From an optimization exercise on the open Yosys and OpenROAD flow, aimed at a short achievable clock period and few clock cycles; shortcuts taken in it are not production practice.
Where RTL was checked, it was by simulation tests only, not by an equivalence proof against the original.
Power and IR drop assume default switching activity.

==> inputs of wip/ember <==
## core_top
module core_top (
  input  logic                      clk_i,
  input  logic                      rstn_i,
  output logic [core_pkg::XLEN-1:0] imem_addr_o,
  input  logic [31:0]               imem_data_i,    
  output logic [65:0]               dmem_req_o,     
  input  logic [core_pkg::XLEN-1:0] dmem_rdata_i
);
  logic [31:0] pc_q;
  logic [31:0] imem_addr_q;     
  logic        d_valid_q;
  logic [31:0] d_inst_q;
  logic [31:0] d_pc_q;
  logic        d_bp_q;          
  logic [31:0] d_next_q;        
  logic               e_valid_q;
  logic [31:0]        e_a_q;
  logic [31:0]        e_b_q;
  logic [31:0]        e_sdata_q;
  logic [31:0]        e_pre_q;
  logic [31:0]        e_alt_pc_q;    
  logic [31:0]        e_pc4_q;
  logic [31:0]        e_next_q;      
  logic               e_restart_q;   
  core_pkg::alu_sel_t e_sel_q;
  core_pkg::br_sel_t  e_br_q;
  logic               e_branch_q;
  logic               e_jalr_q;
  logic               e_pred_q;      
  logic               e_load_q;
  logic               e_store_q;
  logic               e_wr_q;        
  logic [4:0]         e_rd_q;
  logic        m_wr_q;
  logic        m_load_q;
  logic [4:0]  m_rd_q;
  logic [31:0] m_res_q;
  logic [31:0] m_addr_q;
  logic [31:0] m_wdata_q;
  logic        m_we_q;
  logic        m_re_q;
  logic        w_wr_q;
  logic        w_load_q;
  logic [4:0]  w_rd_q;
  logic [31:0] w_res_q;
  logic        btb_hit;
  logic [31:0] btb_target;
  logic [31:0] btb_next;
  logic        btb_we;
  logic [31:0] pc_plus4;
  logic [31:0] pc_d;
  logic        ex_redirect;
  logic [31:0] ex_target;
  logic        id_redirect;
  logic [31:0] id_target;
  logic        stall;
  assign imem_addr_o = imem_addr_q;
  assign pc_plus4    = pc_q + 32'd4;
  core_datapath #(.N(2)) btb_i (
    .clk_i       (clk_i),
    .rstn_i      (rstn_i),
    .pc_i        (pc_q),
    .hit_o       (btb_hit),
    .target_o    (btb_target),
    .next_inst_o (btb_next),
    .we_i        (btb_we),
    .we_pc_i     (d_pc_q),
    .we_target_i (id_pc_imm),
    .we_next_inst_i (imem_data_i)    
  );
  always_comb
  begin
    if (ex_redirect)
      pc_d = ex_target;
    else if (id_redirect)
      pc_d = id_target;
  ...
export LEC_CHECK = 0
export ABC_CLOCK_PERIOD_IN_PS = 3500
export CAP_MARGIN = 20
export CORE_MARGIN = 2
export CORE_UTILIZATION = 30
export CTS_CLUSTER_DIAMETER = 100
export CTS_CLUSTER_SIZE = 20
export PLACE_DENSITY = 0.5
export SLEW_MARGIN = 20
create_clock -name core_clock -period 14.0 [get_ports {clk_i}]
standard.sh (not shown) runs the stock make flow with config.mk's settings and CLKGATE_MAP_FILE= SYNTH_SCRIPT=/design/flow/synth_recipe.tcl, a recipe that flattens the netlist after the stock synthesis.
==> flow/flow/run.sh <==
#!/bin/bash
# Standard layout, with timing repair asked to leave setup slack beyond the clock period so
# that the layout is optimised for a short achieved period. The constraints are unchanged.
set -euo pipefail
export SETUP_SLACK_MARGIN=10.4
bash standard.sh finish > standard_flow.log 2>&1
==> wip/raven (differences from wip/ember) <==
==> flow/flow/run.sh (replaced) <==
#!/bin/bash
# Standard layout, with timing repair asked to leave setup slack beyond the clock period so
# that the layout is optimised for a short achieved period. The constraints are unchanged.
set -euo pipefail
export SETUP_SLACK_MARGIN=10
bash standard.sh finish > standard_flow.log 2>&1
- CTS_CLUSTER_DIAMETER: 100 -> not set
- CTS_CLUSTER_SIZE: 20 -> not set
==> wip/onyx (differences from wip/ember) <==
--- a/flow/design.v
+++ b/flow/design.v
@@ -404,16 +404,14 @@
   logic [31:0]        e_pre_q;
   logic [31:0]        e_alt_pc_q;    
   logic [31:0]        e_pc4_q;
   logic [31:0]        e_next_q;      
   logic               e_restart_q;   
   core_pkg::alu_sel_t e_sel_q;
-  core_pkg::br_sel_t  e_br_q;
-  logic               e_branch_q;
+  core_pkg::br_sel_t  e_redir_q;     
   logic               e_jalr_q;
-  logic               e_pred_q;      
   logic               e_load_q;
   logic               e_store_q;
   logic               e_wr_q;        
   logic [4:0]         e_rd_q;
   logic        m_wr_q;
   logic        m_load_q;
@@ -625,30 +623,44 @@
                  ((id_uses_rs1 && ((ex1_hit && e_load_q) || (!ex1_hit && mem1_hit && m_load_q))) ||
                   (id_uses_rs2 && ((ex2_hit && e_load_q) || (!ex2_hit && mem2_hit && m_load_q))));
   assign rs1_old = mem1_hit ? m_res_q : wb1_hit ? wb_data : rf_rs1;
   assign rs2_old = mem2_hit ? m_res_q : wb2_hit ? wb_data : rf_rs2;
   assign rs1_val = ex1_hit ? ex_res : rs1_old;
   assign rs2_val = ex2_hit ? ex_res : rs2_old;
+  core_pkg::br_sel_t id_redir;
+  always_comb
+  begin
+    id_redir = id_br;
+    if (id_pred)
+    begin
+      id_redir.eq  = id_br.ne;
+      id_redir.ne  = id_br.eq;
+      id_redir.lt  = id_br.ge;
+      id_redir.ge  = id_br.lt;
+      id_redir.ltu = id_br.geu;
+      id_redir.geu = id_br.ltu;
+    end
+  end
   always_ff @(posedge clk_i or negedge rstn_i)
   begin
     if (!rstn_i)
     begin
       e_valid_q  <= 1'b0;
       e_wr_q     <= 1'b0;
       e_load_q   <= 1'b0;
       e_store_q  <= 1'b0;
-      e_branch_q <= 1'b0;
+      e_redir_q  <= '0;
       e_jalr_q   <= 1'b0;
     end
     else
     begin
       e_valid_q  <= d_valid_q && !stall && !ex_redirect;
       e_wr_q     <= d_valid_q && !stall && !ex_redirect && id_writes;
       e_load_q   <= d_valid_q && !stall && !ex_redirect && id_load;
       e_store_q  <= d_valid_q && !stall && !ex_redirect && id_store;
-      e_branch_q <= d_valid_q && !stall && !ex_redirect && id_branch;
+      e_redir_q  <= (d_valid_q && !stall && !ex_redirect && id_branch) ? id_redir : '0;
       e_jalr_q   <= d_valid_q && !stall && !ex_redirect && id_jalr && !jalr_now;
     end
   end
   always_ff @(posedge clk_i)
   begin
     e_a_q      <= rs1_val;
@@ -657,29 +669,27 @@
     e_pre_q    <= id_pre_imm ? imm_u : id_pre_pcimm ? pc_imm_u : id_pc4;
     e_alt_pc_q <= id_pred ? id_pc8 : pc_imm_b;
     e_pc4_q    <= id_pc4;
     e_next_q   <= d_bp_q ? d_next_q : imem_data_i;
     e_restart_q <= id_branch && id_pred;
     e_sel_q    <= id_sel;
-    e_br_q     <= id_br;
-    e_pred_q   <= id_pred;
     e_rd_q     <= rd;
   end
   logic [31:0] ex_sum;
   logic        ex_taken;
   core_alu alu_i (
     .operand_a_i    (e_a_q),
     .operand_b_i    (e_b_q),
     .pre_i          (e_pre_q),
     .sel_i          (e_sel_q),
-    .br_i           (e_br_q),
+    .br_i           (e_redir_q),
     .sum_o          (ex_sum),
     .result_o       (ex_res),
     .branch_taken_o (ex_taken)
   );
-  assign ex_redirect = e_jalr_q || (e_branch_q && (ex_taken != e_pred_q));
+  assign ex_redirect = e_jalr_q || ex_taken;    
   assign ex_target   = e_jalr_q ? {ex_sum[31:1], 1'b0} : e_alt_pc_q;
   always_ff @(posedge clk_i or negedge rstn_i)
   begin
     if (!rstn_i)
     begin
       m_wr_q   <= 1'b0;
- ABC_CLOCK_PERIOD_IN_PS: 3500 -> 2500
- CTS_CLUSTER_DIAMETER: 100 -> not set
- CTS_CLUSTER_SIZE: 20 -> not set
==> wip/maple (differences from wip/ember) <==
--- a/flow/design.v
+++ b/flow/design.v
@@ -323,40 +323,35 @@
       default: br_sel_o.eq  = 1'b1;
     endcase
   end
 endmodule
 `timescale 1ns/1ps
 module core_datapath #(
-  parameter int N = 2    
+  parameter int N = 2
 ) (
   input  logic        clk_i,
   input  logic        rstn_i,
   input  logic [31:0] pc_i,         
   output logic        hit_o,
   output logic [31:0] target_o,
-  output logic [31:0] next_inst_o,
   input  logic        we_i,         
   input  logic [31:0] we_pc_i,
-  input  logic [31:0] we_target_i,
-  input  logic [31:0] we_next_inst_i
+  input  logic [31:0] we_target_i
 );
   logic         valid_q  [N];
   logic [31:1]  tag_q    [N];
   logic [31:1]  target_q [N];
-  logic [31:0]  next_q   [N];
-  logic         ptr_q;        
+  logic [$clog2(N)-1:0] ptr_q;
   logic [N-1:0] hit;
   always_comb
   begin
-    target_o    = '0;
-    next_inst_o = '0;
+    target_o = '0;
     for (int i = 0; i < N; i++)
     begin
       hit[i] = valid_q[i] && (tag_q[i] == pc_i[31:1]);
       target_o[31:1] = target_o[31:1] | ({31{hit[i]}} & target_q[i]);
-      next_inst_o    = next_inst_o | ({32{hit[i]}} & next_q[i]);
     end
   end
   assign hit_o = |hit;
   always_ff @(posedge clk_i or negedge rstn_i)
   begin
     if (!rstn_i)
@@ -365,22 +360,21 @@
         valid_q[i] <= 1'b0;
       ptr_q <= '0;
     end
     else if (we_i)
     begin
       valid_q[ptr_q] <= 1'b1;
-      ptr_q          <= !ptr_q;
+      ptr_q          <= ptr_q + 1'b1;
     end
   end
   always_ff @(posedge clk_i)
   begin
     if (we_i)
     begin
       tag_q[ptr_q]    <= we_pc_i[31:1];
       target_q[ptr_q] <= we_target_i[31:1];
-      next_q[ptr_q]   <= we_next_inst_i;
     end
   end
 endmodule
 `timescale 1ns/1ps
 module core_top (
   input  logic                      clk_i,
@@ -388,27 +382,22 @@
   output logic [core_pkg::XLEN-1:0] imem_addr_o,
   input  logic [31:0]               imem_data_i,    
   output logic [65:0]               dmem_req_o,     
   input  logic [core_pkg::XLEN-1:0] dmem_rdata_i
 );
   logic [31:0] pc_q;
-  logic [31:0] imem_addr_q;     
   logic        d_valid_q;
   logic [31:0] d_inst_q;
   logic [31:0] d_pc_q;
   logic        d_bp_q;          
-  logic [31:0] d_next_q;        
   logic               e_valid_q;
   logic [31:0]        e_a_q;
   logic [31:0]        e_b_q;
   logic [31:0]        e_sdata_q;
   logic [31:0]        e_pre_q;
   logic [31:0]        e_alt_pc_q;    
-  logic [31:0]        e_pc4_q;
-  logic [31:0]        e_next_q;      
-  logic               e_restart_q;   
   core_pkg::alu_sel_t e_sel_q;
   core_pkg::br_sel_t  e_br_q;
   logic               e_branch_q;
   logic               e_jalr_q;
   logic               e_pred_q;      
   logic               e_load_q;
@@ -426,34 +415,31 @@
   logic        w_wr_q;
   logic        w_load_q;
   logic [4:0]  w_rd_q;
   logic [31:0] w_res_q;
   logic        btb_hit;
   logic [31:0] btb_target;
-  logic [31:0] btb_next;
   logic        btb_we;
   logic [31:0] pc_plus4;
   logic [31:0] pc_d;
   logic        ex_redirect;
   logic [31:0] ex_target;
   logic        id_redirect;
   logic [31:0] id_target;
   logic        stall;
-  assign imem_addr_o = imem_addr_q;
+  assign imem_addr_o = pc_q;
   assign pc_plus4    = pc_q + 32'd4;
   core_datapath #(.N(2)) btb_i (
     .clk_i       (clk_i),
     .rstn_i      (rstn_i),
     .pc_i        (pc_q),
     .hit_o       (btb_hit),
     .target_o    (btb_target),
-    .next_inst_o (btb_next),
     .we_i        (btb_we),
     .we_pc_i     (d_pc_q),
-    .we_target_i (id_pc_imm),
-    .we_next_inst_i (imem_data_i)    
+    .we_target_i (id_target)
   );
   always_comb
   begin
     if (ex_redirect)
       pc_d = ex_target;
     else if (id_redirect)
@@ -469,44 +455,28 @@
   begin
     if (!rstn_i)
       pc_q <= '0;
     else
       pc_q <= pc_d;
   end
-  always_ff @(posedge clk_i)
-  begin
-    if (!rstn_i)
-      imem_addr_q <= '0;
-    else
-      imem_addr_q <= pc_d;
-  end
   always_ff @(posedge clk_i or negedge rstn_i)
   begin
     if (!rstn_i)
       d_valid_q <= 1'b0;
-    else if (ex_redirect)
-      d_valid_q <= e_restart_q;
-    else if (id_redirect)
+    else if (ex_redirect || id_redirect)
       d_valid_q <= 1'b0;
     else if (!stall)
       d_valid_q <= 1'b1;
   end
   always_ff @(posedge clk_i)
   begin
-    if (ex_redirect)
-    begin
-      d_inst_q <= e_next_q;
-      d_pc_q   <= e_pc4_q;
-      d_bp_q   <= 1'b0;
-    end
-    else if (!stall)
+    if (!stall)
     begin
       d_inst_q <= imem_data_i;
       d_pc_q   <= pc_q;
       d_bp_q   <= btb_hit;
-      d_next_q <= btb_next;
     end
   end
   logic               id_uses_rs1;
   logic               id_uses_rs2;
   logic               id_writes;
   logic               id_load;
@@ -525,18 +495,13 @@
   logic [4:0]         rs2;
   logic [4:0]         rd;
   logic [31:0]        rf_rs1;
   logic [31:0]        rf_rs2;
   logic [31:0]        id_pc_imm;
   logic [31:0]        id_pc4;
-  logic [31:0]        id_pc8;
-  logic               jalr_now;
-  logic [31:0]        jalr_sum;
   logic               id_pred;
-  logic               ex1_hit, mem1_hit, wb1_hit;
-  logic               ex2_hit, mem2_hit, wb2_hit;
   logic [31:0]        ex_res;
   logic [31:0]        wb_data;
   logic               wb_we;
   assign rs1 = d_inst_q[19:15];
   assign rs2 = d_inst_q[24:20];
   assign rd  = d_inst_q[11:7];
@@ -566,54 +531,20 @@
     .rd_addr_i  (w_rd_q),
     .we_i       (wb_we),
     .wdata_i    (wb_data),
     .rs1_data_o (rf_rs1),
     .rs2_data_o (rf_rs2)
   );
-  logic [31:0] imm_b;
-  logic [31:0] imm_j;
-  logic [31:0] imm_u;
-  logic [31:0] imm_i;
-  logic [31:0] pc_imm_b;
-  logic [31:0] pc_imm_j;
-  logic [31:0] pc_imm_u;
-  assign imm_b    = {{20{d_inst_q[31]}}, d_inst_q[7], d_inst_q[30:25], d_inst_q[11:8], 1'b0};
-  assign imm_j    = {{12{d_inst_q[31]}}, d_inst_q[19:12], d_inst_q[20], d_inst_q[30:21], 1'b0};
-  assign imm_u    = {d_inst_q[31:12], 12'b0};
-  assign imm_i    = {{20{d_inst_q[31]}}, d_inst_q[31:20]};
-  assign pc_imm_b = d_pc_q + imm_b;
-  assign pc_imm_j = d_pc_q + imm_j;
-  assign pc_imm_u = d_pc_q + imm_u;
-  assign id_pc_imm = id_jal ? pc_imm_j : pc_imm_b;    
+  assign id_pc_imm = d_pc_q + id_imm;
   assign id_pc4    = d_pc_q + 32'd4;
-  assign id_pc8    = d_pc_q + 32'd8;
   assign id_pred   = id_jal || (id_branch && d_inst_q[31]);    
-  logic [31:0] jalr_sum_e;
-  logic [31:0] jalr_sum_m;
-  assign jalr_sum_e = e_pre_q + imm_i;
-  assign jalr_sum_m = m_res_q + imm_i;
-  always_comb
-  begin
-    jalr_now = 1'b0;
-    jalr_sum = imm_i;
-    if (rs1 == 5'd0)
-      jalr_now = 1'b1;
-    else if (ex1_hit)
-    begin
-      jalr_now = e_sel_q.pre;
-      jalr_sum = jalr_sum_e;
-    end
-    else if (mem1_hit)
-    begin
-      jalr_now = !m_load_q;
-      jalr_sum = jalr_sum_m;
-    end
-  end
-  assign id_target = (id_jalr && jalr_now) ? {jalr_sum[31:1], 1'b0} : id_pc_imm;
-  assign id_redirect = d_valid_q && !stall && ((id_pred != d_bp_q) || (id_jalr && jalr_now));
+  assign id_target = id_pc_imm;
+  assign id_redirect = d_valid_q && !stall && (id_pred != d_bp_q);
   assign btb_we      = d_valid_q && !stall && id_pred && !d_bp_q;
+  logic ex1_hit, mem1_hit, wb1_hit;
+  logic ex2_hit, mem2_hit, wb2_hit;
   logic [31:0] rs1_old;
   logic [31:0] rs2_old;
   logic [31:0] rs1_val;
   logic [31:0] rs2_val;
   assign ex1_hit  = e_wr_q && (e_rd_q == rs1);
   assign mem1_hit = m_wr_q && (m_rd_q == rs1);
@@ -643,25 +574,22 @@
     begin
       e_valid_q  <= d_valid_q && !stall && !ex_redirect;
       e_wr_q     <= d_valid_q && !stall && !ex_redirect && id_writes;
       e_load_q   <= d_valid_q && !stall && !ex_redirect && id_load;
       e_store_q  <= d_valid_q && !stall && !ex_redirect && id_store;
       e_branch_q <= d_valid_q && !stall && !ex_redirect && id_branch;
-      e_jalr_q   <= d_valid_q && !stall && !ex_redirect && id_jalr && !jalr_now;
+      e_jalr_q   <= d_valid_q && !stall && !ex_redirect && id_jalr;
     end
   end
   always_ff @(posedge clk_i)
   begin
     e_a_q      <= rs1_val;
     e_b_q      <= id_b_imm ? id_imm : rs2_val;
     e_sdata_q  <= rs2_val;
-    e_pre_q    <= id_pre_imm ? imm_u : id_pre_pcimm ? pc_imm_u : id_pc4;
-    e_alt_pc_q <= id_pred ? id_pc8 : pc_imm_b;
-    e_pc4_q    <= id_pc4;
-    e_next_q   <= d_bp_q ? d_next_q : imem_data_i;
-    e_restart_q <= id_branch && id_pred;
+    e_pre_q    <= id_pre_imm ? id_imm : id_pre_pcimm ? id_pc_imm : id_pc4;
+    e_alt_pc_q <= id_pred ? id_pc4 : id_pc_imm;
     e_sel_q    <= id_sel;
     e_br_q     <= id_br;
     e_pred_q   <= id_pred;
     e_rd_q     <= rd;
   end
   logic [31:0] ex_sum;
@@ -681,30 +609,21 @@
   always_ff @(posedge clk_i or negedge rstn_i)
   begin
     if (!rstn_i)
     begin
       m_wr_q   <= 1'b0;
       m_load_q <= 1'b0;
+      m_we_q   <= 1'b0;
+      m_re_q   <= 1'b0;
     end
     else
     begin
       m_wr_q   <= e_wr_q;
       m_load_q <= e_load_q;
-    end
-  end
-  always_ff @(posedge clk_i)
-  begin
-    if (!rstn_i)
-    begin
-      m_we_q <= 1'b0;
-      m_re_q <= 1'b0;
-    end
-    else
-    begin
-      m_we_q <= e_store_q;
-      m_re_q <= e_load_q;
+      m_we_q   <= e_store_q;
+      m_re_q   <= e_load_q;
     end
   end
   always_ff @(posedge clk_i)
   begin
     m_rd_q    <= e_rd_q;
     m_res_q   <= ex_res;
==> flow/run.sh (new file) <==
#!/bin/bash
# synth_recipe.tcl (not shown) runs the flow's synth.tcl, then flattens the netlist and writes it again
# the make line also repeats each setting of config.mk as NAME=value (left out here)
make -C /OpenROAD-flow-scripts/flow DESIGN_CONFIG=/design/flow/config.mk WORK_HOME=/design/flow/orfs CLKGATE_MAP_FILE= SYNTH_SCRIPT=/design/flow/synth_recipe.tcl finish
- CORE_UTILIZATION: 30 -> 35
- CTS_CLUSTER_DIAMETER: 100 -> not set
- CTS_CLUSTER_SIZE: 20 -> not set
- PLACE_DENSITY: 0.5 -> not set
removed: flow/flow/run.sh
removed: flow/standard.sh
==> qor summary <==
quantity                                                                    wip/raven             wip/maple                    wip/onyx            wip/ember
Run status                                           no timing/DRC/antenna violations  no timing/DRC/antenna violations  no timing/DRC/antenna violations  no timing/DRC/antenna violations
Share of the clock period used by the worst path after layout                  30.38%                39.91%                      30.07%               30.32%
Die area                                                                 312100 sq um          229200 sq um                311000 sq um         312100 sq um
Reg clk slew, reported paths                                                    70 ps                 70 ps                       60 ps                90 ps
Unrepaired setup endpoints after global routing                                   yes                    no                         yes                  yes
Synthesized-area fraction occupied by ao, oa, aoi and oai cells                24.41%                23.54%                      24.35%               24.41%
Clock tree cell share of total cell area                                       6.259%                6.540%                      5.581%               2.862%
Maximum fanout along the worst path                                                 6                    57                           1                    6
Die Span Y                                                                   558.6 um              478.7 um                    557.6 um             558.6 um
Setup skew after layout                                                      123.8 ps              107.0 ps                    92.00 ps             120.8 ps
Critical setup path kind                                                 flop to flop          flop to flop      flop to primary output         flop to flop
Worst reg2reg endpoint                                           d_pc_q[27]$_DFFE_PN_  pc_q[28]$_DFFE_PN0P_  imem_addr_q[30]$_SDFF_PN0_  d_pc_q[9]$_DFFE_PN_
Area growth syn-to-layout                                                      23.30%                14.42%                      29.15%               23.94%
Total length of routed met2 wires                                           219600 um             164600 um                   229100 um            227700 um
Pin count of the biggest net entering global routing                              174                   172                         157                  147
Cell leakage power                                                           45.00 nW              34.78 nW                    46.30 nW             44.66 nW
Count of placed standard cells including taps                                   13930                 11270                       13800                13940
Testbench counts of wip/ember, summed over its fixed seeds: cycles 29,440.
Testbench counts of wip/raven, summed over its fixed seeds: cycles 29,440.
Testbench counts of wip/onyx, summed over its fixed seeds: cycles 29,440.
For wip/maple, only the layout was checked, not whether the RTL still works.

[separate check: timing with driven ports]
No port has a modelled driver above. Below, the same layouts with a new extraction and two added sets of constraints.
Step 1: set_driving_cell puts a clkbuf_16 on clk_i and a buf_2 on each other input, an assumption about the parent block.
Step 2, shift: input delay + t, output delay - t, t = (earliest + latest rising clock arrival at the registers) / 2. This alone moves slack from input paths to output paths.
a / b / c = no drivers / after step 1 / after step 2; a / b = the first two.
run | t (ns) | slack for setup (ns) | worst setup path after step 2
wip/ember | 0.883 | 9.755 / 9.739 / 9.220 | input to register
wip/raven | 0.970 | 9.746 / 9.666 / 8.993 | input to register
wip/onyx | 0.965 | 9.790 / 9.688 / 9.382 | input to register
wip/maple | 0.935 | 8.413 / 8.413 / 8.413 | register to register
After both steps every run listed still meets setup and hold. For wip/raven, which loses most, drivers alone change the setup slack by -0.080 ns; drivers and shift together by -0.753 ns.
